This design comes from an exercise in tuning for small area on the open sky130 flow, not from production work. In this exercise RTL edits were held to simulation tests only and were not proved equivalent to the original. Power and IR drop assume default switching activity.

==> design.v <==
`default_nettype none
package scene_pkg;
    typedef struct packed {
        logic [7:0] r;
        logic [7:0] g;
        logic [7:0] b;
    } rgb_t;
    typedef struct packed {
        logic [11:0] x;     
        logic [10:0] y;     
    } raster_pos_t;
    typedef struct packed {
        logic d;     
        logic v;
        logic h;
    } sync_t;
    typedef struct packed {
        logic v;
        logic h;
    } blank_t;
endpackage
`default_nettype wire
`timescale 1ns/1ps
`default_nettype none
module raster_tracker
(
    input  wire logic        clk_i,
    input  wire logic        rst_i,
    input  wire logic        cen_i,         
    input  scene_pkg::blank_t           blank_i,
    output logic [10:0]      xo_o,          
    output logic [10:0]      yo_o,          
    output logic [6:0]       xh_m1_o,       
    output logic [6:0]       yh_m1_o,       
    output logic             dot_x_o,       
    output logic             dot_y_o,       
    output logic             frame_tick_o   
);
    function automatic logic [11:0] inc11(input logic [10:0] a, input logic cin);
        logic c;
        c = cin;
        for (int i = 0; i < 11; i++) begin
            inc11[i] = a[i] ^ c;
            c        = a[i] & c;
        end
        inc11[11] = c;
    endfunction
    function automatic logic [6:0] inc6(input logic [5:0] a, input logic cin);
        logic c;
        c = cin;
        for (int i = 0; i < 6; i++) begin
            inc6[i] = a[i] ^ c;
            c       = a[i] & c;
        end
        inc6[6] = c;
    endfunction
    scene_pkg::blank_t blank_q;
    logic [10:0] xo_q;
    logic [10:0] yo_q;
    logic [5:0]  cx_q;           
    logic [5:0]  cy_q;           
    logic [11:0] xo_inc;
    logic [11:0] yo_inc;
    logic [6:0]  cx_inc;
    logic [6:0]  cy_inc;
    logic h_fall;
    logic h_rise;
    logic v_fall;
    logic x_load;
    logic x_step;
    logic y_load;
    logic y_step;
    assign h_fall = blank_q.h & ~blank_i.h;
    assign h_rise = ~blank_q.h & blank_i.h;
    assign v_fall = blank_q.v & ~blank_i.v;
    assign x_load = rst_i | (cen_i & h_fall);
    assign x_step = cen_i & ~blank_i.h;
    assign y_load = rst_i | (cen_i & v_fall);
    assign y_step = cen_i & h_rise;
    assign xo_inc = inc11(xo_q, x_step);
    assign yo_inc = inc11(yo_q, y_step);
    assign cx_inc = inc6(cx_q, x_step);
    assign cy_inc = inc6(cy_q, y_step);
    always_ff @(posedge clk_i) begin
        if (rst_i) begin
            blank_q <= '0;
        end else if (cen_i) begin
            blank_q <= blank_i;
        end
    end
    always_ff @(posedge clk_i) begin
        xo_q <= x_load ? 11'd7 : xo_inc[10:0];
        cx_q <= x_load ? 6'd34 : cx_inc[6] ? 6'd14 : cx_inc[5:0];
        yo_q <= y_load ? 11'd7 : yo_inc[10:0];
        cy_q <= y_load ? 6'd34 : cy_inc[6] ? 6'd14 : cy_inc[5:0];
    end
    function automatic logic [6:0] dec7(input logic [6:0] a);
        logic b;
        b = 1'b1;
        for (int i = 0; i < 7; i++) begin
            dec7[i] = a[i] ^ b;
            b       = ~a[i] & b;
        end
    endfunction
    assign xh_m1_o = dec7(xo_q[10:4]);
    assign yh_m1_o = dec7(yo_q[10:4]);
    assign xo_o = xo_q;
    assign yo_o = yo_q;
    assign dot_x_o = cx_q[5] & cx_q[4] & cx_q[3] & ~(cx_q[2] & cx_q[1]);
    assign dot_y_o = cy_q[5] & cy_q[4] & cy_q[3] & ~(cy_q[2] & cy_q[1]);
    assign frame_tick_o = cen_i & v_fall;
endmodule
`default_nettype wire
`timescale 1ns/1ps
`default_nettype none
module snowflake_unit
#(
    parameter int unsigned FLAKE_INDEX = 0
) (
    input  wire logic        clk_i,
    input  wire logic        rst_i,
    input  wire logic        frame_tick_i,    
    input  wire logic [10:0] xo_i,            
    input  wire logic [10:0] yo_i,            
    input  wire logic [6:0]  xh_m1_i,         
    input  wire logic [6:0]  yh_m1_i,         
    output logic [10:0]      flake_x_o,
    output logic [10:0]      flake_y_o,
    output logic [10:0]      u_o,             
    output logic [10:0]      v_o,             
    output logic             hit_o
);
    function automatic logic [11:0] add11(input logic [10:0] a, input logic [10:0] b,
                                          input logic cin);
        logic c;
        c = cin;
        for (int i = 0; i < 11; i++) begin
            add11[i] = a[i] ^ b[i] ^ c;
            c        = (a[i] & b[i]) | (a[i] & c) | (b[i] & c);
        end
        add11[11] = c;
    endfunction
    function automatic logic flake_hit(input logic [10:0] u, input logic [10:0] v);
        logic [2:0] dx;
        logic [2:0] dy;
        dx = u[3] ? {u[2] ^ (u[1] & u[0]), u[1] ^ u[0], ~u[0]} : ~u[2:0];
        dy = v[3] ? {v[2] ^ (v[1] & v[0]), v[1] ^ v[0], ~v[0]} : ~v[2:0];
        flake_hit = (u[10:4] == 7'd0) && (v[10:4] == 7'd0) &&
                    (u[3:0] != 4'd15) && (v[3:0] != 4'd15) &&
                    ((dx[2:1] == 2'd0) || (dy[2:1] == 2'd0) || (dx == dy));
    endfunction
    localparam int unsigned INIT_X = (160 * FLAKE_INDEX) % 1920;
    localparam int unsigned INIT_Y = (90 * FLAKE_INDEX) % 1080;
    localparam int unsigned FLAKE_SPEED = (FLAKE_INDEX % 8) + 1;
    localparam logic [10:0] WRAP_Y = 1080 - FLAKE_SPEED;
    localparam logic [10:0] SPEED  = FLAKE_SPEED;
    localparam logic [10:0] STEP_L = 137 % 128;
    logic [10:0] flake_x_q;
    logic [10:0] flake_y_q;
    logic        wrap;          
    logic        move;          
    logic        jump;          
    logic [11:0] y_sum;         
    logic [11:0] l_sum;         
    logic [11:0] h_sum;         
    logic [3:0]  h_next;        
    logic [10:0] y_next;
    logic [10:0] x_next;
    logic [11:0] u;
    logic [11:0] v;
    assign move   = frame_tick_i;
    assign wrap   = add11(flake_y_q, ~WRAP_Y, 1'b1) >> 11;
    assign jump   = move & wrap;
    assign y_sum  = add11(flake_y_q, move ? SPEED : 11'd0, 1'b0);
    assign y_next = jump ? 11'd0 : y_sum[10:0];
    assign l_sum  = add11({4'd0, flake_x_q[6:0]}, jump ? STEP_L : 11'd0, 1'b0);
    assign h_sum  = add11({7'd0, flake_x_q[10:7]}, {10'd0, jump}, l_sum[7]);
    assign h_next = (h_sum[4:0] == 5'd15) ? 4'd0 :
                    (h_sum[4:0] == 5'd16) ? 4'd1 : h_sum[3:0];
    assign x_next = {h_next, l_sum[6:0]};
    always_ff @(posedge clk_i) begin
        if (rst_i) begin
            flake_x_q <= 11'(INIT_X);
            flake_y_q <= 11'(INIT_Y);
        end else begin
            flake_x_q <= x_next;
            flake_y_q <= y_next;
        end
    end
    function automatic logic [4:0] sub4(input logic [3:0] a, input logic [3:0] b);
        logic c;
        c = 1'b1;
        for (int i = 0; i < 4; i++) begin
            sub4[i] = a[i] ^ ~b[i] ^ c;
            c       = (a[i] & ~b[i]) | (a[i] & c) | (~b[i] & c);
        end
        sub4[4] = ~c;
    endfunction
    assign flake_x_o = flake_x_q;
    assign flake_y_o = flake_y_q;
    if (FLAKE_INDEX < 4) begin : g_offsets
        assign u = add11(xo_i, ~flake_x_q, 1'b1);
        assign v = add11(yo_i, ~flake_y_q, 1'b1);
    end else begin : g_split
        logic [4:0] ul;
        logic [4:0] vl;
        logic       u_in;
        logic       v_in;
        assign ul   = sub4(xo_i[3:0], flake_x_q[3:0]);
        assign vl   = sub4(yo_i[3:0], flake_y_q[3:0]);
        assign u_in = ul[4] ? (xh_m1_i == flake_x_q[10:4]) : (xo_i[10:4] == flake_x_q[10:4]);
        assign v_in = vl[4] ? (yh_m1_i == flake_y_q[10:4]) : (yo_i[10:4] == flake_y_q[10:4]);
        assign u    = {7'd0, ~u_in, ul[3:0]};
        assign v    = {7'd0, ~v_in, vl[3:0]};
    end
    assign u_o   = u[10:0];
    assign v_o   = v[10:0];
    assign hit_o = flake_hit(u[10:0], v[10:0]);
endmodule
module snowflake_twin
#(
    parameter int unsigned FLAKE_INDEX = 8        
) (
    input  wire logic [10:0] flake_x_i,       
    input  wire logic [10:0] flake_y_i,
    input  wire logic [10:0] u_i,             
    input  wire logic [10:0] v_i,
    output logic             hit_o
);
    function automatic logic [11:0] add11(input logic [10:0] a, input logic [10:0] b,
                                          input logic cin);
        logic c;
        c = cin;
        for (int i = 0; i < 11; i++) begin
            add11[i] = a[i] ^ b[i] ^ c;
            c        = (a[i] & b[i]) | (a[i] & c) | (b[i] & c);
        end
        add11[11] = c;
    endfunction
    function automatic logic flake_hit(input logic [10:0] u, input logic [10:0] v);
        logic [2:0] dx;
        logic [2:0] dy;
        dx = u[3] ? {u[2] ^ (u[1] & u[0]), u[1] ^ u[0], ~u[0]} : ~u[2:0];
        dy = v[3] ? {v[2] ^ (v[1] & v[0]), v[1] ^ v[0], ~v[0]} : ~v[2:0];
        flake_hit = (u[10:4] == 7'd0) && (v[10:4] == 7'd0) &&
                    (u[3:0] != 4'd15) && (v[3:0] != 4'd15) &&
                    ((dx[2:1] == 2'd0) || (dy[2:1] == 2'd0) || (dx == dy));
    endfunction
    localparam bit ODD_PHASE = (FLAKE_INDEX == 11);
    localparam logic [10:0] Y_LOW   = 1080 / 3;                           
    localparam logic [10:0] X_OV_LO = 1920 - 1280;                        
    localparam logic [10:0] X_OV_HI = 1920 - 1280 - 137;        
    logic        low;           
    logic        ov;            
    logic [10:0] ku;            
    logic [10:0] kv;            
    logic [11:0] u;
    logic [11:0] v;
    assign low = add11(flake_y_i, ~Y_LOW, 1'b1) >> 11;
    assign ov  = add11(flake_x_i, low ? ~X_OV_HI : ~X_OV_LO, 1'b1) >> 11;
    assign ku = low ? (ov ? 11'd503 : 11'd631)       
                    : (ov ? 11'd640 : 11'd768);      
    assign kv = low ? {8'd45, 1'b0, ODD_PHASE & flake_y_i[1], 1'b0} : 11'd1328;
    logic [11:0] ul;
    logic [11:0] vl;
    logic [11:0] uh_zero;
    logic [11:0] vh_zero;
    assign ul      = add11({7'd0, u_i[3:0]}, {7'd0, ku[3:0]}, 1'b0);
    assign vl      = add11({7'd0, v_i[3:0]}, {7'd0, kv[3:0]}, 1'b0);
    assign uh_zero = add11({4'd0, ~ku[10:4]}, {10'd0, ~ul[4]}, 1'b0);      
    assign vh_zero = add11({4'd0, ~kv[10:4]}, {10'd0, ~vl[4]}, 1'b0);
    assign u = {1'b0, (u_i[10:4] == uh_zero[6:0]) ? 7'd0 : 7'd1, ul[3:0]};
    assign v = {1'b0, (v_i[10:4] == vh_zero[6:0]) ? 7'd0 : 7'd1, vl[3:0]};
    assign hit_o = flake_hit(u[10:0], v[10:0]);
endmodule
`default_nettype wire
`timescale 1ns/1ps
`default_nettype none
module pacman_sprite
(
    input  wire logic [10:0] xo_i,      
    input  wire logic [10:0] yo_i,      
    output logic             hit_o
);
    logic [10:0] rel_x;         
    logic [10:0] rel_y;         
    logic [4:0]  ax;
    logic [4:0]  ay;
    logic        x_in;
    logic        y_in;
    logic [4:0]  w_left;        
    logic [4:0]  w_right;       
    function automatic logic [10:0] add11(input logic [10:0] a, input logic [10:0] b,
                                          input logic cin);
        logic c;
        c = cin;
        for (int i = 0; i < 11; i++) begin
            add11[i] = a[i] ^ b[i] ^ c;
            c        = (a[i] & b[i]) | (a[i] & c) | (b[i] & c);
        end
    endfunction
    function automatic logic le5(input logic [4:0] a, input logic [4:0] b);
        logic c;
        c = 1'b1;
        for (int i = 0; i < 5; i++) begin
            c = (b[i] & ~a[i]) | (b[i] & c) | (~a[i] & c);
        end
        le5 = c;
    endfunction
    function automatic logic [4:0] neg5(input logic [4:0] a);
        logic c;
        c = 1'b1;
        for (int i = 0; i < 5; i++) begin
            neg5[i] = ~a[i] ^ c;
            c       = ~a[i] & c;
        end
    endfunction
    localparam logic [10:0] PAC_XO = 960 + 7;
    localparam logic [10:0] PAC_YO = 250 + 7;
    assign rel_x = add11(xo_i, ~PAC_XO, 1'b1);
    assign rel_y = add11(yo_i, ~PAC_YO, 1'b1);
    assign x_in = (rel_x[10:5] == 6'h00) ? (rel_x[4:0] != 5'd30 && rel_x[4:0] != 5'd31)
                : (rel_x[10:5] == 6'h3f) ? (rel_x[4:2] != 3'd0 || rel_x[1:0] == 2'd3) : 1'b0;
    assign y_in = (rel_y[10:5] == 6'h00) ? (rel_y[4:0] != 5'd30 && rel_y[4:0] != 5'd31)
                : (rel_y[10:5] == 6'h3f) ? (rel_y[4:2] != 3'd0 || rel_y[1:0] == 2'd3) : 1'b0;
    assign ax = rel_x[10] ? neg5(rel_x[4:0]) : rel_x[4:0];
    assign ay = rel_y[10] ? neg5(rel_y[4:0]) : rel_y[4:0];
    localparam logic [159:0] W_LEFT  = {5'd0, 5'd0, 5'd7, 5'd10, 5'd13, 5'd14, 5'd16, 5'd17, 5'd19, 5'd20, 5'd21, 5'd22, 5'd23, 5'd23, 5'd24, 5'd25, 5'd25, 5'd26, 5'd27, 5'd27, 5'd27, 5'd28, 5'd28, 5'd28, 5'd29, 5'd29, 5'd29, 5'd29, 5'd29, 5'd29, 5'd29, 5'd29};
    localparam logic [159:0] W_RIGHT = {5'd0, 5'd0, 5'd7, 5'd10, 5'd13, 5'd14, 5'd16, 5'd17, 5'd19, 5'd20, 5'd21, 5'd22, 5'd23, 5'd23, 5'd24, 5'd22, 5'd21, 5'd19, 5'd18, 5'd17, 5'd15, 5'd14, 5'd12, 5'd11, 5'd9, 5'd8, 5'd7, 5'd5, 5'd4, 5'd2, 5'd1, 5'd0};
    assign w_left  = W_LEFT[ay * 5 +: 5];
    assign w_right = W_RIGHT[ay * 5 +: 5];
    assign hit_o = x_in && y_in &&
                   ((rel_x[10] || rel_x[4:0] == 5'd0) ? le5(ax, w_left) : le5(ax, w_right));
endmodule
`default_nettype wire
`timescale 1ns/1ps
`default_nettype none
module scene_compositor
(
    input  wire logic                    clk_i,
    input  wire logic                    rst_i,
    input  wire logic                    cen_i,
    input  wire logic [10:0]             xo_i,           
    input  wire logic [10:0]             yo_i,           
    input  wire logic                    dot_x_i,        
    input  wire logic                    dot_y_i,        
    input  wire logic [12-1:0] flake_hit_i,
    input  wire logic                    pac_hit_i,
    input  scene_pkg::sync_t             sync_i,
    output scene_pkg::rgb_t              rgb_o,
    output scene_pkg::sync_t             sync_o
);
    logic        in_field;
    logic        dot_hit;
    logic        flake_hit;
    logic        rg_q;          
    logic        b_q;           
    scene_pkg::sync_t sync_q;
    assign in_field = (|xo_i[10:7]) && !(&xo_i[10:8] && (xo_i[7] || xo_i[6])) &&
                      (|yo_i[10:7]) && !yo_i[10];
    assign dot_hit   = in_field && dot_x_i && dot_y_i;
    assign flake_hit = |flake_hit_i;
    always_ff @(posedge clk_i) begin
        if (rst_i) begin
            rg_q   <= 1'b0;
            b_q    <= 1'b0;
            sync_q <= '0;
        end else if (cen_i) begin
            rg_q   <= flake_hit || pac_hit_i || dot_hit;
            b_q    <= flake_hit || (dot_hit && !pac_hit_i);
            sync_q <= sync_i;
        end
    end
    assign rgb_o  = {{16{rg_q}}, {8{b_q}}};
    assign sync_o = sync_q;
endmodule
`default_nettype wire
`timescale 1ns/1ps
`default_nettype none
module snow_scene_top
(
    input  wire logic  clk_i,
    input  wire logic  rst_i,
    input  wire logic  cen_i,        
    input  scene_pkg::rgb_t       vid_rgb_i,    
    input  scene_pkg::blank_t      blank_i,
    input  scene_pkg::sync_t      sync_i,
    output scene_pkg::sync_t      sync_o,       
    output scene_pkg::rgb_t       rgb_o
);
    logic [10:0]             xo;
    logic [10:0]             yo;
    logic [6:0]              xh_m1;
    logic [6:0]              yh_m1;
    logic                    dot_x;
    logic                    dot_y;
    logic                    frame_tick;
    logic [12-1:0] flake_hit;
    logic                    pac_hit;
    raster_tracker u_raster_tracker (
        .clk_i        (clk_i),
        .rst_i        (rst_i),
        .cen_i        (cen_i),
        .blank_i      (blank_i),
        .xo_o         (xo),
        .yo_o         (yo),
        .xh_m1_o      (xh_m1),
        .yh_m1_o      (yh_m1),
        .dot_x_o      (dot_x),
        .dot_y_o      (dot_y),
        .frame_tick_o (frame_tick)
    );
    logic [10:0] flake_x [8];
    logic [10:0] flake_y [8];
    logic [10:0] flake_u [8];
    logic [10:0] flake_v [8];
    for (genvar i = 0; i < 8; i++) begin : gen_flakes
        snowflake_unit #(
            .FLAKE_INDEX (i)
        ) u_flake (
            .clk_i        (clk_i),
            .rst_i        (rst_i),
            .frame_tick_i (frame_tick),
            .xo_i         (xo),
            .yo_i         (yo),
            .xh_m1_i      (xh_m1),
            .yh_m1_i      (yh_m1),
            .flake_x_o    (flake_x[i]),
            .flake_y_o    (flake_y[i]),
            .u_o          (flake_u[i]),
            .v_o          (flake_v[i]),
            .hit_o        (flake_hit[i])
        );
    end
    for (genvar i = 8; i < 12; i++) begin : gen_twins
        snowflake_twin #(
            .FLAKE_INDEX (i)
        ) u_twin (
            .flake_x_i (flake_x[i - 8]),
            .flake_y_i (flake_y[i - 8]),
            .u_i       (flake_u[i - 8]),
            .v_i       (flake_v[i - 8]),
            .hit_o     (flake_hit[i])
        );
    end
    pacman_sprite u_pacman (
        .xo_i  (xo),
        .yo_i  (yo),
        .hit_o (pac_hit)
    );
    scene_compositor u_compositor (
        .clk_i       (clk_i),
        .rst_i       (rst_i),
        .cen_i       (cen_i),
        .xo_i        (xo),
        .yo_i        (yo),
        .dot_x_i     (dot_x),
        .dot_y_i     (dot_y),
        .flake_hit_i (flake_hit),
        .pac_hit_i   (pac_hit),
        .sync_i      (sync_i),
        .rgb_o       (rgb_o),
        .sync_o      (sync_o)
    );
endmodule
`default_nettype wire
==> flow/run.sh <==
#!/bin/bash
# Layout flow: the standard synthesis, then its combinational logic
# re-mapped by ABC with a stronger area script (registers, their names and
# cells untouched), then the standard layout from that netlist.
# Each tool's output goes to a log file of its own in this folder.
set -euo pipefail

LIB=$FLOW_HOME/platforms/$FLOW_PLATFORM/lib/sky130_fd_sc_hd__tt_025C_1v80.lib
RES=orfs/results/$FLOW_PLATFORM/snow_scene_top/base
LOGS=orfs/logs/$FLOW_PLATFORM/snow_scene_top/base

# 1. Standard synthesis
bash standard.sh synth > 1_standard_synth.log 2>&1
cp $RES/1_2_yosys.v 1_2_yosys_standard.v

# 2. Re-map the combinational logic; keep the standard netlist if this fails
python3 flow/gen_cells.py "$LIB" cells_comb.v > 2_gen_cells.log 2>&1
DONT_USE=$(grep -o -- '-dont_use [A-Za-z0-9_]*' $LOGS/1_2_yosys.log | sort -u | tr '\n' ' ')
if yosys -p "
    read_liberty -lib $LIB
    read_verilog cells_comb.v
    read_verilog 1_2_yosys_standard.v
    hierarchy -top $FLOW_TOP
    techmap -autoproc -map cells_comb.v
    flatten
    opt -full
    techmap
    opt -fast
    abc -liberty $LIB $DONT_USE -script $PWD/flow/reopt.abc
    opt_clean -purge
    hilomap -singleton -hicell sky130_fd_sc_hd__conb_1 HI -locell sky130_fd_sc_hd__conb_1 LO
    splitnets
    opt_clean -purge
    tee -o 3_reopt_stat.txt stat -liberty $LIB
    read_liberty -lib $LIB
    check -assert -mapped
    write_verilog -noattr -nohex -nodec 1_2_yosys_reopt.v
  " > 3_reopt_yosys.log 2>&1; then
  n_std=$(grep -c 'sky130_fd_sc_hd__dfxtp' 1_2_yosys_standard.v || true)
  n_new=$(grep -c 'sky130_fd_sc_hd__dfxtp' 1_2_yosys_reopt.v || true)
  if [[ "$n_std" == "$n_new" ]]; then
    cp 1_2_yosys_reopt.v $RES/1_2_yosys.v
    touch $RES/1_2_yosys.v
    echo "using the re-mapped netlist ($n_new registers)" > 4_choice.log
  else
    echo "register count changed ($n_std -> $n_new): standard netlist kept" > 4_choice.log
  fi
else
  echo "re-map failed: standard netlist kept" > 4_choice.log
fi

# 3. Standard layout from the chosen netlist, with the smallest buffer on
#    each input and output port and a clock tree without dummy loads
export BUFFER_PORTS_ARGS="-buffer_cell sky130_fd_sc_hd__buf_1"
# Clock tree: the settings of config.mk, without dummy loads
export CTS_ARGS="-sink_clustering_enable -repair_clock_nets -sink_clustering_size 18 -sink_clustering_max_diameter 60 -buf_list sky130_fd_sc_hd__clkbuf_8 -dont_use_dummy_load"
bash standard.sh > 5_standard_layout.log 2>&1
==> flow/gen_cells.py <==
"""Write Verilog models of the combinational cells of a liberty file.

usage: python3 gen_cells.py LIB OUT.v
Each cell with only combinational output functions becomes a module with
one assign per output; sequential, tristate and function-less cells are
left out, so they stay black boxes.
"""
import re
import sys

lib, out = sys.argv[1], sys.argv[2]
text = open(lib).read()
mods = []
for chunk in re.split(r'\n\s*cell\s*\(\s*"?', text)[1:]:
    name = re.match(r'\w+', chunk).group(0)
    if re.search(r'\b(ff|latch|statetable)\s*\(', chunk) or 'three_state' in chunk:
        continue
    ins, outs = [], []
    for pin, body in re.findall(r'pin\s*\(\s*"?(\w+)"?\s*\)\s*\{(.*?)\n\s{8}\}', chunk, re.S):
        d = re.search(r'direction\s*:\s*"?(\w+)"?', body)
        if not d:
            continue
        if d.group(1) == 'input':
            ins.append(pin)
        elif d.group(1) == 'output':
            f = re.search(r'function\s*:\s*"([^"]*)"', body)
            if not f:
                outs = None
                break
            outs.append((pin, f.group(1).replace('!', '~').replace('+', '|').replace('*', '&')))
    if not outs:
        continue
    s = 'module %s(%s);\n' % (name, ', '.join(ins + [o for o, _ in outs]))
    s += ''.join('  input %s;\n' % i for i in ins)
    s += ''.join('  output %s;\n  assign %s = %s;\n' % (o, o, f) for o, f in outs)
    mods.append(s + 'endmodule\n')
open(out, 'w').write(''.join(mods))
print('%d combinational cell models' % len(mods))
==> flow/reopt.abc <==
strash
ifraig
dc2
balance; resub -K 6; rewrite; resub -K 6 -N 2; refactor; resub -K 8; balance; resub -K 8 -N 2; rewrite; resub -K 10; rewrite -z; resub -K 10 -N 2; balance; resub -K 12; refactor -z; resub -K 12 -N 2; rewrite -z; balance
dc2
balance; resub -K 6; rewrite; resub -K 6 -N 2; refactor; resub -K 8; balance; resub -K 8 -N 2; rewrite; resub -K 10; rewrite -z; resub -K 10 -N 2; balance; resub -K 12; refactor -z; resub -K 12 -N 2; rewrite -z; balance
dc2
balance; resub -K 6; rewrite; resub -K 6 -N 2; refactor; resub -K 8; balance; resub -K 8 -N 2; rewrite; resub -K 10; rewrite -z; resub -K 10 -N 2; balance; resub -K 12; refactor -z; resub -K 12 -N 2; rewrite -z; balance
dch -f
amap -m
topo
==> standard.sh <==
#!/bin/bash
# synth_recipe.tcl (not shown) runs the flow's synth.tcl, then flattens the netlist and writes it again
# the make line also repeats each setting of config.mk as NAME=value (left out here)
make -C /OpenROAD-flow-scripts/flow DESIGN_CONFIG=/design/flow/config.mk WORK_HOME=/design/flow/orfs CLKGATE_MAP_FILE= SYNTH_SCRIPT=/design/flow/synth_recipe.tcl "${@:-finish}"
==> config.mk <==
export PLATFORM = sky130hd
export DESIGN_NAME = snow_scene_top
export DESIGN_NICKNAME = snow_scene_top
export VERILOG_FILES = /design/flow/design.v
export SDC_FILE = /design/flow/constraint.sdc
export NUM_CORES = 4
export LEC_CHECK = 0
export ABC_AREA = 1
export CAP_MARGIN = 20
export CORE_MARGIN = 2
export CORE_UTILIZATION = 40
export CTS_BUF_LIST = sky130_fd_sc_hd__clkbuf_8
export CTS_CLUSTER_DIAMETER = 60
export CTS_CLUSTER_SIZE = 18
export GPL_TIMING_DRIVEN = 0
export SLEW_MARGIN = 20
==> constraint.sdc <==
create_clock -name core_clock -period 14.0 [get_ports {clk_i}]
set_input_delay 2.8000 -clock core_clock [delete_from_list [all_inputs] [get_ports {clk_i}]]
set_output_delay 2.8000 -clock core_clock [all_outputs]
set_load 0.01 [all_outputs]
==> results of run 1 <==
==> power by group through the flow <==
stage | registers (W) | logic [W] | clock network (W)
3_3_place_gp | 0.000642 | 0.000226 | 0
2_1_floorplan | 0.000638 | 0.000163 | 0
5_1_grt | 0.000631 | 0.000263 | 0.000416
4_1_cts | 0.000629 | 0.000231 | 0.000394
3_5_place_dp | 0.000643 | 0.000230 | 0
6_report | 0.000630 | 0.000236 | 0.000382
==> final timing paths <==
| path | start | endpoint |
|---|---|---|
| max | cen_i | gen_flakes[4].u_flake.flake_x_q[10] |
| max reg2reg | u_raster_tracker.yo_q[0] | u_compositor.b_q |
| min reg2reg | gen_flakes[7].u_flake.flake_x_q[4] | gen_flakes[7].u_flake.flake_x_q[4] |
| min | gen_flakes[7].u_flake.flake_x_q[4] | gen_flakes[7].u_flake.flake_x_q[4] |
==> sequential cells by signal, summed over array words and instances (netlist names) <==
register	cells
u_raster_tracker.yo_q	11
gen_flakes.u_flake.flake_y_q	83
u_compositor.sync_q	3
u_raster_tracker.cy_q	6
u_compositor.b_q	1
gen_flakes.u_flake.flake_x_q	88
u_compositor.rg_q	1
u_raster_tracker.cx_q	6
u_raster_tracker.blank_q	2
u_raster_tracker.xo_q	11
==> worst max-delay path: stages <==
cell	delay [ns]
buf_1	0.22
clkinv_1	0.21
nor2_1	0.09
nand2_1	0.80
clkinv_1	0.96
nand3b_1	0.71
nor2_1	0.15
nand2_1	0.12
nor2_1	0.08
nor3_1	0.23
nor2_1	0.09
nor2_1	0.20
nand2_1	0.12
nor2_1	0.14
nor2_1	0.06
nand2_1	0.10
o21ai_0	0.14
nand2_1	0.12
o21ai_0	0.11
nor4_1	0.29
nand2b_1	0.19
a211oi_1	0.05
==> metal layers <==
metal / vias to the layer above / track usage, % / part of all wire [%]
li1: 8589 / - / -
met1: 7690 / 35.8 / 45
met2: 564 / 41.7 / 43
met3: 122 / 3.25 / 7.5
met4: 0 / 12.7 / 5.0
met5: - / 0 / 0
==> area by class of cell <==
class                           instances  share of cell area [%]
Timing Repair Buffer                   35                   0.935
Inverter                              309                    7.31
Multi-Input combinational cell       1804                    59.2
Sequential cell                       212                    26.7
Clock buffer                           25                    2.16
Tap cell                              468                    3.68
==> through the flow <==
stage	setup slack [ns]	power, W	std cells
2_1_floorplan	7.79	0.000801	2325
3_3_place_gp	4.31	0.000869	2827
3_5_place_dp	5.98	0.000873	2828
4_1_cts	6.59	0.00125	2853
5_1_grt	5.93	0.00131	2853
6_report	6.45	0.00125	2853
==> results by group, run 1 <==
Detailed routing
  – Post-Route WL: 51900 um
  – DR pass1 iterations: 8
  – DRC violations left: 0
  – Vias: 17.0k
  – Mean number of vias per cell: 5.95
  – Post-DRT Antenna Nets: 0
  – Iteration-0 DRC Markers: 1600
  – WL/cell: 18.2 um

Setup path
  – Reg2Reg Depth: 24
  – Critical Path Sink Type: flip-flop
  – CP Data Required Time: 14.48 ns
  – Critical path launch point type: input port
  – CP arrival: 8.03 ns
  – Setup slack, reg-to-reg: 7.26 ns
  – CP Class: in2reg
  – CP Max Fanout: 21

Run status
  – Run status: complete, no violations

CTS
  – Root buf cell: clkbuf_8
  – Clock Latency Late Sink: 0.61 ns
  – Htree depth: 1
  – Clock-pin slew on the worst setup and hold paths: 0.09 ns
  – # hold bufs at CTS: 0
  – CTS Buf Count: 25
  – Maximum root-to-sink buffer count: 3
  – Setup Fix Bufs, Post-CTS: 0
  – CTS tree: built
  – Post-cts sizing count: 0
  – Clk sinks: 212

STA
  – Minimum clock period: 7.55 ns
  – Unrepaired setup endpoints after global routing: false
  – Final Cycle Share: 54.0%
  – Tightest Pin Transition: 1.12 ns
  – Slew Viols, Final: 0
  – Setup violators final: 0
  – Fmax: 132 MHz
  – WHS: 0.483 ns
  – Worst slew margin: 24.8%
  – Clk_skew: 0.0545 ns
  – Fin Setup TNS: 0 ns
  – Hold Vio Cnt, Final: 0

Layout
  – Cell area after layout: 0.0159 mm^2
  – Commonest non-fill, non-tap cell in the layout: nor2_1
  – # fillers: 3860
  – # nets final: 2419
  – Area Growth Syn to Fin: 7.43%
  – # diodes: 0
  – Reg area: 0.00425 mm^2
  – Share of cells above drive strength 1: 1.34%
  – Post-route core utilization: 43.6%
  – Most frequent cells in the layout: nor2_1, clkinv_1, o21ai_0
  – Multi-input logic area: 0.00944 mm^2

Pwr
  – Sw Ratio: 32.5%
  – P_leak: 5.24 nW
  – Flop pwr share: 50.5%
  – Cell-internal power: 0.000842 W
  – Comb power frac: 18.9%
  – Clk pwr share: 30.6%
  – Peak VDD IR: 0.0713 mV
  – Pwr/cell area: 78.4 mW/mm^2
  – Net Switching: 0.000406 W

Run
  – Max Cap Viol: 0

Floorplanning
  – Area of the core: 0.0365 mm^2
  – Die height: 197 um
  – Cell Rows: 70
  – Die ar.: 0.0386 mm^2
  – Initial core utilization: 40.6%
  – Die width: 197 um
  – Boundary pin count: 59

Global route
  – Largest net degree at the start of global routing: 69
  – First-pass GRT wire length: 79500 um
  – Tot GR Track Use: 26.4%
  – Antenna violations before repair: 0
  – Vias in the first global route: 14.9k
  – Overflow after GRT: 0

Placed design
  – Port Buf Inserts: 34
  – RD Place Congestion: 0.912
  – Dpl hpwl: 36300 um
  – Cell Area, Placed: 0.0156 mm^2

Synthesis
  – Cell Area, Synth: 0.0148 mm^2
  – Syn. warnings: 20
  – Syn_nets: 2357
  – Gate Count Post-Synth: 2325
  – Avg Inst Size Synth: 6.38 um^2

Min path
  – Hold Crit Class: reg2reg
  – Hold depth: 2
==> run 2, diff against run 1 <==
--- a/design.v
+++ b/design.v
@@ -128,6 +128,7 @@
     output logic [10:0]      flake_y_o,
     output logic [10:0]      u_o,             
     output logic [10:0]      v_o,             
+    output logic             low_o,           
     output logic             hit_o
 );
     function automatic logic [11:0] add11(input logic [10:0] a, input logic [10:0] b,
@@ -155,6 +156,7 @@
     localparam logic [10:0] WRAP_Y = 1080 - FLAKE_SPEED;
     localparam logic [10:0] SPEED  = FLAKE_SPEED;
     localparam logic [10:0] STEP_L = 137 % 128;
+    localparam logic [10:0] Y_LOW  = 1080 / 3;
     logic [10:0] flake_x_q;
     logic [10:0] flake_y_q;
     logic        wrap;          
@@ -198,6 +200,7 @@
     endfunction
     assign flake_x_o = flake_x_q;
     assign flake_y_o = flake_y_q;
+    assign low_o     = add11(flake_y_q, ~Y_LOW, 1'b1) >> 11;
     if (FLAKE_INDEX < 4) begin : g_offsets
         assign u = add11(xo_i, ~flake_x_q, 1'b1);
         assign v = add11(yo_i, ~flake_y_q, 1'b1);
@@ -217,12 +220,109 @@
     assign v_o   = v[10:0];
     assign hit_o = flake_hit(u[10:0], v[10:0]);
 endmodule
+module snowflake_follower
+#(
+    parameter int unsigned FLAKE_INDEX = 1        
+) (
+    input  wire logic        clk_i,
+    input  wire logic        rst_i,
+    input  wire logic        frame_tick_i,    
+    input  wire logic [10:0] xo_i,            
+    input  wire logic [10:0] lead_y_i,        
+    input  wire logic [10:0] lead_v_i,        
+    output logic [10:0]      flake_x_o,
+    output logic [10:0]      u_o,             
+    output logic [10:0]      v_o,             
+    output logic             low_o,           
+    output logic             hit_o
+);
+    function automatic logic [11:0] add11(input logic [10:0] a, input logic [10:0] b,
+                                          input logic cin);
+        logic c;
+        c = cin;
+        for (int i = 0; i < 11; i++) begin
+            add11[i] = a[i] ^ b[i] ^ c;
+            c        = (a[i] & b[i]) | (a[i] & c) | (b[i] & c);
+        end
+        add11[11] = c;
+    endfunction
+    function automatic logic flake_hit(input logic [10:0] u, input logic [10:0] v);
+        logic [2:0] dx;
+        logic [2:0] dy;
+        dx = u[3] ? {u[2] ^ (u[1] & u[0]), u[1] ^ u[0], ~u[0]} : ~u[2:0];
+        dy = v[3] ? {v[2] ^ (v[1] & v[0]), v[1] ^ v[0], ~v[0]} : ~v[2:0];
+        flake_hit = (u[10:4] == 7'd0) && (v[10:4] == 7'd0) &&
+                    (u[3:0] != 4'd15) && (v[3:0] != 4'd15) &&
+                    ((dx[2:1] == 2'd0) || (dy[2:1] == 2'd0) || (dx == dy));
+    endfunction
+    localparam int unsigned INIT_X = (160 * FLAKE_INDEX) % 1920;
+    localparam int unsigned INIT_Y = (90 * FLAKE_INDEX) % 1080;
+    localparam int unsigned FLAKE_SPEED = (FLAKE_INDEX % 8) + 1;
+    localparam logic [10:0] STEP_L = 137 % 128;
+    localparam logic [10:0] T1 = (FLAKE_INDEX == 1) ? 495  : 300;
+    localparam logic [10:0] T2 = (FLAKE_INDEX == 1) ? 1035 : 660;
+    localparam logic [10:0] T3 = (FLAKE_INDEX == 1) ? 2047 : 1020;     
+    localparam logic [10:0] R0 = (FLAKE_INDEX == 1) ? 135  : 60;
+    localparam logic [10:0] R1 = (FLAKE_INDEX == 1) ? 675  : 420;
+    localparam logic [10:0] R2 = (FLAKE_INDEX == 1) ? 2047 : 780;
+    localparam logic [10:0] K0 = (2048 + 0 - INIT_Y) % 2048;
+    localparam logic [10:0] K1 = (2048 + 1080 - INIT_Y) % 2048;
+    localparam logic [10:0] K2 = (2048 + 2160 - INIT_Y) % 2048;
+    localparam logic [10:0] K3 = (2048 + 3240 - INIT_Y) % 2048;
+    logic [10:0] flake_x_q;
+    logic        ge1;
+    logic        ge2;
+    logic        ge3;
+    logic        move;
+    logic        jump;
+    logic [11:0] l_sum;
+    logic [11:0] h_sum;
+    logic [3:0]  h_next;
+    logic [10:0] x_next;
+    logic [10:0] k;
+    logic [10:0] lead_mul;      
+    logic [11:0] v_part;
+    logic [11:0] u;
+    logic [11:0] v;
+    assign ge1 = add11(lead_y_i, ~T1, 1'b1) >> 11;
+    assign ge2 = add11(lead_y_i, ~T2, 1'b1) >> 11;
+    assign ge3 = add11(lead_y_i, ~T3, 1'b1) >> 11;
+    assign move = frame_tick_i;
+    assign jump = move & ((lead_y_i == T1 - 11'd1) || (lead_y_i == T2 - 11'd1) ||
+                          (lead_y_i == T3 - 11'd1));
+    assign l_sum  = add11({4'd0, flake_x_q[6:0]}, jump ? STEP_L : 11'd0, 1'b0);
+    assign h_sum  = add11({7'd0, flake_x_q[10:7]}, {10'd0, jump}, l_sum[7]);
+    assign h_next = (h_sum[4:0] == 5'd15) ? 4'd0 :
+                    (h_sum[4:0] == 5'd16) ? 4'd1 : h_sum[3:0];
+    assign x_next = {h_next, l_sum[6:0]};
+    always_ff @(posedge clk_i) begin
+        if (rst_i) begin
+            flake_x_q <= 11'(INIT_X);
+        end else begin
+            flake_x_q <= x_next;
+        end
+    end
+    assign k        = ge3 ? K3 : ge2 ? K2 : ge1 ? K1 : K0;
+    assign lead_mul = (FLAKE_INDEX == 1) ? lead_y_i : {lead_y_i[9:0], 1'b0};
+    assign v_part   = add11(lead_v_i, ~lead_mul, 1'b1);
+    assign v        = add11(v_part[10:0], k, 1'b0);
+    assign u        = add11(xo_i, ~flake_x_q, 1'b1);
+    assign low_o = ge3 ? 1'b0 :
+                   ge2 ? (add11(lead_y_i, ~R2, 1'b1) >> 11) :
+                   ge1 ? (add11(lead_y_i, ~R1, 1'b1) >> 11) :
+                         (add11(lead_y_i, ~R0, 1'b1) >> 11);
+    assign flake_x_o = flake_x_q;
+    assign u_o       = u[10:0];
+    assign v_o       = v[10:0];
+    assign hit_o     = flake_hit(u[10:0], v[10:0]);
+endmodule
 module snowflake_twin
 #(
     parameter int unsigned FLAKE_INDEX = 8        
 ) (
     input  wire logic [10:0] flake_x_i,       
-    input  wire logic [10:0] flake_y_i,
+    input  wire logic        low_i,           
+    input  wire logic        odd_i,           
     input  wire logic [10:0] u_i,             
     input  wire logic [10:0] v_i,
     output logic             hit_o
@@ -247,7 +347,6 @@
                     ((dx[2:1] == 2'd0) || (dy[2:1] == 2'd0) || (dx == dy));
     endfunction
     localparam bit ODD_PHASE = (FLAKE_INDEX == 11);
-    localparam logic [10:0] Y_LOW   = 1080 / 3;                           
     localparam logic [10:0] X_OV_LO = 1920 - 1280;                        
     localparam logic [10:0] X_OV_HI = 1920 - 1280 - 137;        
     logic        low;           
@@ -256,11 +355,11 @@
     logic [10:0] kv;            
     logic [11:0] u;
     logic [11:0] v;
-    assign low = add11(flake_y_i, ~Y_LOW, 1'b1) >> 11;
+    assign low = low_i;
     assign ov  = add11(flake_x_i, low ? ~X_OV_HI : ~X_OV_LO, 1'b1) >> 11;
     assign ku = low ? (ov ? 11'd503 : 11'd631)       
                     : (ov ? 11'd640 : 11'd768);      
-    assign kv = low ? {8'd45, 1'b0, ODD_PHASE & flake_y_i[1], 1'b0} : 11'd1328;
+    assign kv = low ? {8'd45, 1'b0, ODD_PHASE & odd_i, 1'b0} : 11'd1328;
     logic [11:0] ul;
     logic [11:0] vl;
     logic [11:0] uh_zero;
@@ -414,30 +513,52 @@
     logic [10:0] flake_y [8];
     logic [10:0] flake_u [8];
     logic [10:0] flake_v [8];
+    logic        flake_low [8];
     for (genvar i = 0; i < 8; i++) begin : gen_flakes
-        snowflake_unit #(
-            .FLAKE_INDEX (i)
-        ) u_flake (
-            .clk_i        (clk_i),
-            .rst_i        (rst_i),
-            .frame_tick_i (frame_tick),
-            .xo_i         (xo),
-            .yo_i         (yo),
-            .xh_m1_i      (xh_m1),
-            .yh_m1_i      (yh_m1),
-            .flake_x_o    (flake_x[i]),
-            .flake_y_o    (flake_y[i]),
-            .u_o          (flake_u[i]),
-            .v_o          (flake_v[i]),
-            .hit_o        (flake_hit[i])
-        );
+        if (i == 1 || i == 2) begin : g_follow
+            snowflake_follower #(
+                .FLAKE_INDEX (i)
+            ) u_flake (
+                .clk_i        (clk_i),
+                .rst_i        (rst_i),
+                .frame_tick_i (frame_tick),
+                .xo_i         (xo),
+                .lead_y_i     (flake_y[0]),
+                .lead_v_i     (flake_v[0]),
+                .flake_x_o    (flake_x[i]),
+                .u_o          (flake_u[i]),
+                .v_o          (flake_v[i]),
+                .low_o        (flake_low[i]),
+                .hit_o        (flake_hit[i])
+            );
+            assign flake_y[i] = '0;
+        end else begin : g_unit
+            snowflake_unit #(
+                .FLAKE_INDEX (i)
+            ) u_flake (
+                .clk_i        (clk_i),
+                .rst_i        (rst_i),
+                .frame_tick_i (frame_tick),
+                .xo_i         (xo),
+                .yo_i         (yo),
+                .xh_m1_i      (xh_m1),
+                .yh_m1_i      (yh_m1),
+                .flake_x_o    (flake_x[i]),
+                .flake_y_o    (flake_y[i]),
+                .u_o          (flake_u[i]),
+                .v_o          (flake_v[i]),
+                .low_o        (flake_low[i]),
+                .hit_o        (flake_hit[i])
+            );
+        end
     end
     for (genvar i = 8; i < 12; i++) begin : gen_twins
         snowflake_twin #(
             .FLAKE_INDEX (i)
         ) u_twin (
             .flake_x_i (flake_x[i - 8]),
-            .flake_y_i (flake_y[i - 8]),
+            .low_i     (flake_low[i - 8]),
+            .odd_i     (flake_y[i - 8][1]),
             .u_i       (flake_u[i - 8]),
             .v_i       (flake_v[i - 8]),
             .hit_o     (flake_hit[i])
==> run 2 against run 1 <==
Against the previous run: hold slack lost 0.018 ns; non-clock buffer count grew 1; design area shrank 2.0%; via count shrank 0.25%; first-iteration DRC count shrank 13%; register-to-register slack lost 0.82 ns; sequential share of layout area shrank 2.2 points; sequential power shrank about 10%; setup slack lost 0.0029 ns; sequential cell count shrank 21; still clean on timing, DRC and antenna; clock power shrank 22%; critical path type is now reg2reg; combinational power grew 38%.
==> results by group, run 2 <==
Detailed routing
  – Post-DRT Antenna Nets: 0 (unchanged)
  – Post-Route WL: 49900 um (-3.8%)
  – WL/cell: 17.3 um (-4.8%)
  – Iteration-0 DRC Markers: 1395 (-13%)
  – Mean number of vias per cell: 5.87 (-1.2%)
  – DR pass1 iterations: 6 (-2)
  – DRC violations left: 0 (unchanged)
  – Vias: 16.9k (-0.25%)

Setup path
  – Critical Path Source: u_raster_tracker.yo_q[2]
  – Critical path launch point type: flip-flop
  – CP arrival: 7.98 ns (-0.05 ns)
  – Max stage delay cell, worst path: dfxtp_1
  – Worst r2r src: u_raster_tracker.yo_q[2]
  – Buffers and inverters on the worst path: 6 (+3)
  – CP Data Required Time: 14.42 ns (-0.06 ns)
  – CP Class: reg2reg
  – Slowest stage delay, CP: 0.92 ns (-0.04 ns)
  – CP Max Fanout: 18 (-14%)
  – Top delay family on crit path: compound AO/OA/AOI/OAI gates
  – Critical Path Sink Type: flip-flop
  – Crit-path most repeated cell: clkinv_1

Layout
  – Share of cells above drive strength 1: 0.912% (-0.43 points)
  – Area Growth Syn to Fin: 6.80%
  – # diodes: 0 (unchanged)
  – Most flops, register: gen_flakes.g_unit.u_flake.flake_x_q
  – Cell area after layout: 0.0156 mm^2 (-2.0%)
  – Max FFs per register: 66 (-25%)
  – # nets final: 2447 (+1.2%)
  – Biggest regs: gen_flakes.g_unit.u_flake.flake_x_q x66, gen_flakes.g_unit.u_flake.flake_y_q x62, gen_flakes.g_follow.u_flake.flake_x_q x22
  – Most frequent cells in the layout: nor2_1, o21ai_0, clkinv_1
  – Reg area: 0.00382 mm^2 (-10%)
  – Multi-input logic area: 0.00967 mm^2 (+2.4%)
  – # fillers: 3930 (+1.8%)
  – Commonest non-fill, non-tap cell in the layout: nor2_1

CTS
  – Maximum root-to-sink buffer count: 2 (-1)
  – Clock-pin slew on the worst setup and hold paths: 0.10 ns (about the same)
  – Clk sinks: 191 (-9.9%)
  – # hold bufs at CTS: 0 (unchanged)
  – Root buf cell: clkbuf_8
  – Setup Fix Bufs, Post-CTS: 0 (unchanged)
  – CTS Buf Count: 17 (-32%)
  – Post-cts sizing count: 0 (unchanged)
  – CTS tree: built
  – Htree depth: 4 (+3)
  – Clock Latency Late Sink: 0.52 ns (-0.09 ns)

STA
  – Hold Vio Cnt, Final: 0 (unchanged)
  – Final Cycle Share: 54.0% (about the same)
  – Unrepaired setup endpoints after global routing: false
  – Worst slew margin: 24.1% (-0.66 points)
  – Tightest Pin Transition: 1.13 ns (+0.00641 ns)
  – Fin worst setup slack: 6.44 ns (-0.00287 ns)
  – Setup violators final: 0 (unchanged)
  – Minimum clock period: 7.56 ns (+0.00287 ns)
  – Clk_skew: 0.0382 ns (-0.0163 ns)
  – Fmax: 132 MHz (about the same)
  – Slew Viols, Final: 0 (unchanged)
  – Fin Setup TNS: 0 ns (unchanged)

Placed design
  – Dpl hpwl: 37700 um (+4.0%)
  – RD Place Congestion: 0.937 (+2.7%)
  – Cell Area, Placed: 0.0154 mm^2 (-1.3%)
  – Pre-CTS WS: 6.01 ns (+0.0224 ns)
  – Port Buf Inserts: 34 (unchanged)

Min path
  – Hold Crit Class: reg2reg
  – Hold Path Origin: gen_flakes[7].g_unit.u_flake.flake_y_q[1]

Synthesis
  – Avg Inst Size Synth: 6.19 um^2 (-2.8%)
  – Gate Count Post-Synth: 2360 (+1.5%)
  – Cell Area, Synth: 0.0146 mm^2 (-1.4%)
  – Syn. warnings: 22 (+10%)
  – Syn_nets: 2392 (+1.5%)

Floorplanning
  – Boundary pin count: 59 (unchanged)
  – Cell Rows: 70 (unchanged)
  – Die height: 195 um (-0.68%)
  – Die ar.: 0.0381 mm^2 (-1.4%)
  – Initial core utilization: 40.3% (-0.27 points)
  – Area of the core: 0.0363 mm^2 (-0.72%)
  – Die width: 195 um (-0.68%)

Pwr
  – P_leak: 5.16 nW (-1.5%)
  – Power consumption: 0.00119 W (-4.8%)
  – Peak VDD IR: 0.0637 mV (-11%)
  – Pwr/cell area: 76.1 mW/mm^2 (-2.9%)

Global route
  – Vias in the first global route: 15.2k (+2.1%)
  – Antenna violations before repair: 0 (unchanged)
  – Overflow after GRT: 0 (unchanged)
  – Largest net degree at the start of global routing: 37 (-46%)
  – First-pass GRT wire length: 78500 um (-1.3%)
  – Tot GR Track Use: 26.1% (-0.27 points)

Run
  – Max Cap Viol: 0 (unchanged)

Run status
  – Run status: complete, no violations
-- run 2: cell type report --
type / count / share of cell area (%)
flip-flops and latches: 191 / 24.5
clock buffers: 17 / 1.50
inverters: 302 / 7.27
repair buffers: 36 / 1.08
well taps: 468 / 3.75
multi-input cells: 1867 / 61.9
-- run 2: metrics by stage --
step	utilization [%]	instances	hold WS (ns)
2_1_floorplan	-	2360	0.436
3_3_place_gp	42.3	2862	0.450
3_5_place_dp	42.4	2864	0.454
4_1_cts	43.1	2881	0.472
5_1_grt	43.1	2881	0.511
6_report	43.1	2881	0.465
-- run 2: path summary, 6_finish.rpt --
path | end | slack (ns) | cells after the start
hold reg to reg | gen_flakes[7].g_unit.u_flake.flake_y_q[1] | 0.47 | 2
setup / recovery | u_compositor.rg_q | 6.44 | 29
setup reg to reg | u_compositor.rg_q | 6.44 | 29
hold / removal | gen_flakes[7].g_unit.u_flake.flake_y_q[1] | 0.47 | 2
-- run 2: per-layer routing --
metal	share of wire [%]	GRT usage (%)
met4	4.9	13.3
met3	6.7	4.53
met5	0	0
met1	43	32.7
met2	46	43.2
-- run 2: where the power goes --
part	switching [W]	total [W]	internal, W
clock network	0.000190	0.000298	0.000108
logic	0.000220	0.000326	0.000106
registers	0.0000158	0.000565	0.000549
-- run 2: worst reg2reg max path: cells and delay by family, from the launching register on --
kind | cells | cell delay, ns
flip-flops | 1 | 0.92
AND/OR/NAND/NOR | 14 | 2.25
AO/OA/AOI/OAI | 9 | 2.51
buffers and inverters | 6 | 1.80
==> run 3, diff against run 2 <==
--- a/flow/reopt.abc
+++ b/flow/reopt.abc
@@ -1,5 +1,9 @@
 strash
 ifraig
+dc2
+balance; resub -K 6; rewrite; resub -K 6 -N 2; refactor; resub -K 8; balance; resub -K 8 -N 2; rewrite; resub -K 10; rewrite -z; resub -K 10 -N 2; balance; resub -K 12; refactor -z; resub -K 12 -N 2; rewrite -z; balance
+dc2
+balance; resub -K 6; rewrite; resub -K 6 -N 2; refactor; resub -K 8; balance; resub -K 8 -N 2; rewrite; resub -K 10; rewrite -z; resub -K 10 -N 2; balance; resub -K 12; refactor -z; resub -K 12 -N 2; rewrite -z; balance
 dc2
 balance; resub -K 6; rewrite; resub -K 6 -N 2; refactor; resub -K 8; balance; resub -K 8 -N 2; rewrite; resub -K 10; rewrite -z; resub -K 10 -N 2; balance; resub -K 12; refactor -z; resub -K 12 -N 2; rewrite -z; balance
 dc2
==> run 3 against run 2 <==
Against the previous run: still clean on timing, DRC and antenna; register-to-register slack improved by 0.15 ns; critical path depth decreased by 6; sequential power barely moved; utilization up 0.46 points; area after synthesis decreased by 0.97%; sequential cell count stayed put; non-clock buffer count grew 2; highest routed layer unchanged.
==> results by group, run 3 <==
Run status
  – Run status: complete, no violations

Placed design
  – RD Place Congestion: 0.920 (-1.8%)
  – Pre-CTS WS: 5.90 ns (-0.100 ns)
  – Dpl hpwl: 37800 um (+0.17%)
  – Port Buf Inserts: 34 (unchanged)

Layout
  – Most frequent cells in the layout: nor2_1, o21ai_0, nand2_1
  – Share of cells above drive strength 1: 1.00% (+0.091 points)
  – Max FFs per register: 66 (unchanged)
  – Area Growth Syn to Fin: 6.90%
  – Most flops, register: gen_flakes.g_unit.u_flake.flake_x_q
  – Commonest non-fill, non-tap cell in the layout: nor2_1
  – Post-route core utilization: 43.5% (+0.46 points)
  – # diodes: 0 (unchanged)
  – # nets final: 2427 (-0.82%)
  – Biggest regs: gen_flakes.g_unit.u_flake.flake_x_q x66, gen_flakes.g_unit.u_flake.flake_y_q x62, gen_flakes.g_follow.u_flake.flake_x_q x22

CTS
  – Clock Latency Late Sink: 0.50 ns (-0.02 ns)
  – Post-cts sizing count: 0 (unchanged)
  – CTS Buf Count: 17 (unchanged)
  – Htree depth: 4 (unchanged)
  – Root buf cell: clkbuf_8
  – Clk sinks: 191 (unchanged)
  – # hold bufs at CTS: 0 (unchanged)
  – CTS tree: built
  – Maximum root-to-sink buffer count: 2 (unchanged)
  – Clock-pin slew on the worst setup and hold paths: 0.10 ns (about the same)
  – Setup Fix Bufs, Post-CTS: 0 (unchanged)

Min path
  – Hold Crit Class: reg2reg
  – Hold Path Origin: gen_flakes[3].g_unit.u_flake.flake_y_q[1]

Synthesis
  – Syn. warnings: 22 (unchanged)
  – Syn_nets: 2370 (-0.92%)
  – Avg Inst Size Synth: 6.19 um^2 (about the same)
  – Cell Area, Synth: 0.0145 mm^2 (-0.97%)
  – Gate Count Post-Synth: 2338 (-0.93%)

Global route
  – Largest net degree at the start of global routing: 38 (+2.7%)
  – Antenna violations before repair: 0 (unchanged)
  – Tot GR Track Use: 25.7% (-0.41 points)
  – First-pass GRT wire length: 78100 um (-0.61%)
  – Vias in the first global route: 15.2k (+0.040%)
  – Overflow after GRT: 0 (unchanged)

Floorplanning
  – Boundary pin count: 59 (unchanged)
  – Die ar.: 0.0377 mm^2 (-0.95%)
  – Initial core utilization: 40.7% (+0.39 points)
  – Area of the core: 0.0356 mm^2 (-1.9%)
  – Die height: 194 um (-0.48%)
  – Cell Rows: 69 (-1.4%)
  – Die width: 194 um (-0.48%)

STA
  – Clk_skew: 0.0339 ns (-0.00431 ns)
  – Final Cycle Share: 53.7% (-0.31 points)
  – Unrepaired setup endpoints after global routing: false
  – WHS: 0.468 ns (+0.00244 ns)
  – Fin worst setup slack: 6.49 ns (+0.0438 ns)
  – Minimum clock period: 7.51 ns (-0.0438 ns)
  – Setup violators final: 0 (unchanged)
  – Fmax: 133 MHz (+0.58%)
  – Tightest Pin Transition: 1.07 ns (-0.0532 ns)
  – Fin Setup TNS: 0 ns (unchanged)
  – Slew Viols, Final: 0 (unchanged)
  – Hold Vio Cnt, Final: 0 (unchanged)
  – Worst slew margin: 27.6% (+3.5 points)

Setup path
  – CP Max Fanout: 18 (unchanged)
  – Worst r2r src: u_raster_tracker.yo_q[2]
  – CP Data Required Time: 14.37 ns (-0.05 ns)
  – CP arrival: 7.88 ns (-0.10 ns)
  – Critical path launch point type: input port
  – CP Class: in2reg
  – Critical Path Sink Type: flip-flop
  – Critical Path Source: cen_i

Detailed routing
  – DR pass1 iterations: 6 (unchanged)
  – Mean number of vias per cell: 5.99 (+1.9%)
  – WL/cell: 17.3 um (+0.19%)
  – Post-Route WL: 49500 um (-0.75%)
  – Post-DRT Antenna Nets: 0 (unchanged)
  – DRC violations left: 0 (unchanged)
  – Iteration-0 DRC Markers: 1197 (-14%)
  – Vias: 17.1k (+0.96%)

Pwr
  – Pwr/cell area: 76.9 mW/mm^2 (+1.1%)
  – Peak VDD IR: 0.117 mV (+84%)
  – Power consumption: 0.00119 W (+0.24%)
  – P_leak: 5.12 nW (-0.70%)

Run
  – Max Cap Viol: 0 (unchanged)
==> run 3: worst paths after layout <==
| check | depth (start not counted) | slack, ns | end |
|---|---|---|---|
| min reg2reg | 2 | 0.47 | gen_flakes[3].g_unit.u_flake.flake_y_q[1] |
| max | 23 | 6.49 | gen_flakes[7].g_unit.u_flake.flake_x_q[9] |
| min | 2 | 0.47 | gen_flakes[3].g_unit.u_flake.flake_y_q[1] |
| max reg2reg | 31 | 6.59 | u_compositor.rg_q |
==> run 3: layer usage <==
layer | share of wire [%] | wire, um | GRT usage (%) | vias up
li1 | - | - | - | 8656
met1 | 43 | 21400 | 32.2 | 7775
met2 | 47 | 23100 | 44.1 | 543
met3 | 5.9 | 2900 | 3.10 | 111
met4 | 4.2 | 2100 | 11.7 | 0
met5 | 0 | 0 | 0 | -
==> run 3: worst max-delay path, cell delays in order <==
cell	delay (ns)
buf_1	0.19
clkinv_1	0.17
nor2_1	0.08
nand2_1	0.66
clkinv_1	0.81
o211ai_1	0.72
nor2_1	0.18
nand2_1	0.15
nor2_1	0.08
nor3_1	0.24
nor2_1	0.10
nor2_1	0.18
nand2_1	0.13
nor2_1	0.13
nor2_1	0.08
clkinv_1	0.10
o22ai_1	0.08
nand2_1	0.11
o21ai_0	0.11
nor3_1	0.25
clkinv_1	0.09
o21ai_0	0.32
a211oi_1	0.10
==> run 3: metrics by stage <==
step / cells / instance area [um^2]
5_1_grt: 2854 / 15500
2_1_floorplan: 2338 / 14500
3_3_place_gp: 2833 / 15200
4_1_cts: 2853 / 15500
3_5_place_dp: 2836 / 15200
6_report: 2854 / 15500
==> run 3: power breakdown <==
| group | leakage (nW) | switching (W) | total, W | internal [W] |
|---|---|---|---|---|
| Combinational | 3.46 | 0.000225 | 0.000331 | 0.000106 |
| Clock | 0.122 | 0.000189 | 0.000297 | 0.000108 |
| Sequential | 1.54 | 0.0000148 | 0.000564 | 0.000549 |
| Total | 5.12 | 0.000428 | 0.00119 | 0.000762 |
==> run 3: layout make-up <==
type,instances,area (um^2)
well taps,461,577
clock buffers,17,234
inverters,282,1060
flip-flops and latches,191,3820
repair buffers,38,181
fillers,3802,20100
multi-input cells,1865,9600

==> port drivers added, routing unchanged <==
No port has a modelled driver above. Below, the same layouts with a new extraction and two added sets of constraints. Step 1 assumes that a clkbuf_16 drives the clock port and a buf_2 every other input. Step 2 moves the port delays by t, midway between the first and last clock arrival at a register: inputs arrive t later, outputs are due t later. That takes back most of the time a late clock gives input paths. a / b / c = ideal ports / drivers / drivers and shift; a / b = the first two.
run | t (ns) | slack for setup (ns) | worst setup path at the end | latest minus earliest clock arrival (ns)
run 1 | 0.635 | 6.447 / 6.472 / 5.838 | input to register | 0.065 / 0.065
run 2 | 0.546 | 6.444 / 6.444 / 6.073 | input to register | 0.043 / 0.042
run 3 | 0.536 | 6.488 / 6.515 / 5.979 | input to register | 0.034 / 0.034
After both steps setup and hold are still met in every run listed. For run 1, which loses most, drivers alone change the setup slack by +0.025 ns; drivers and shift together by -0.609 ns.
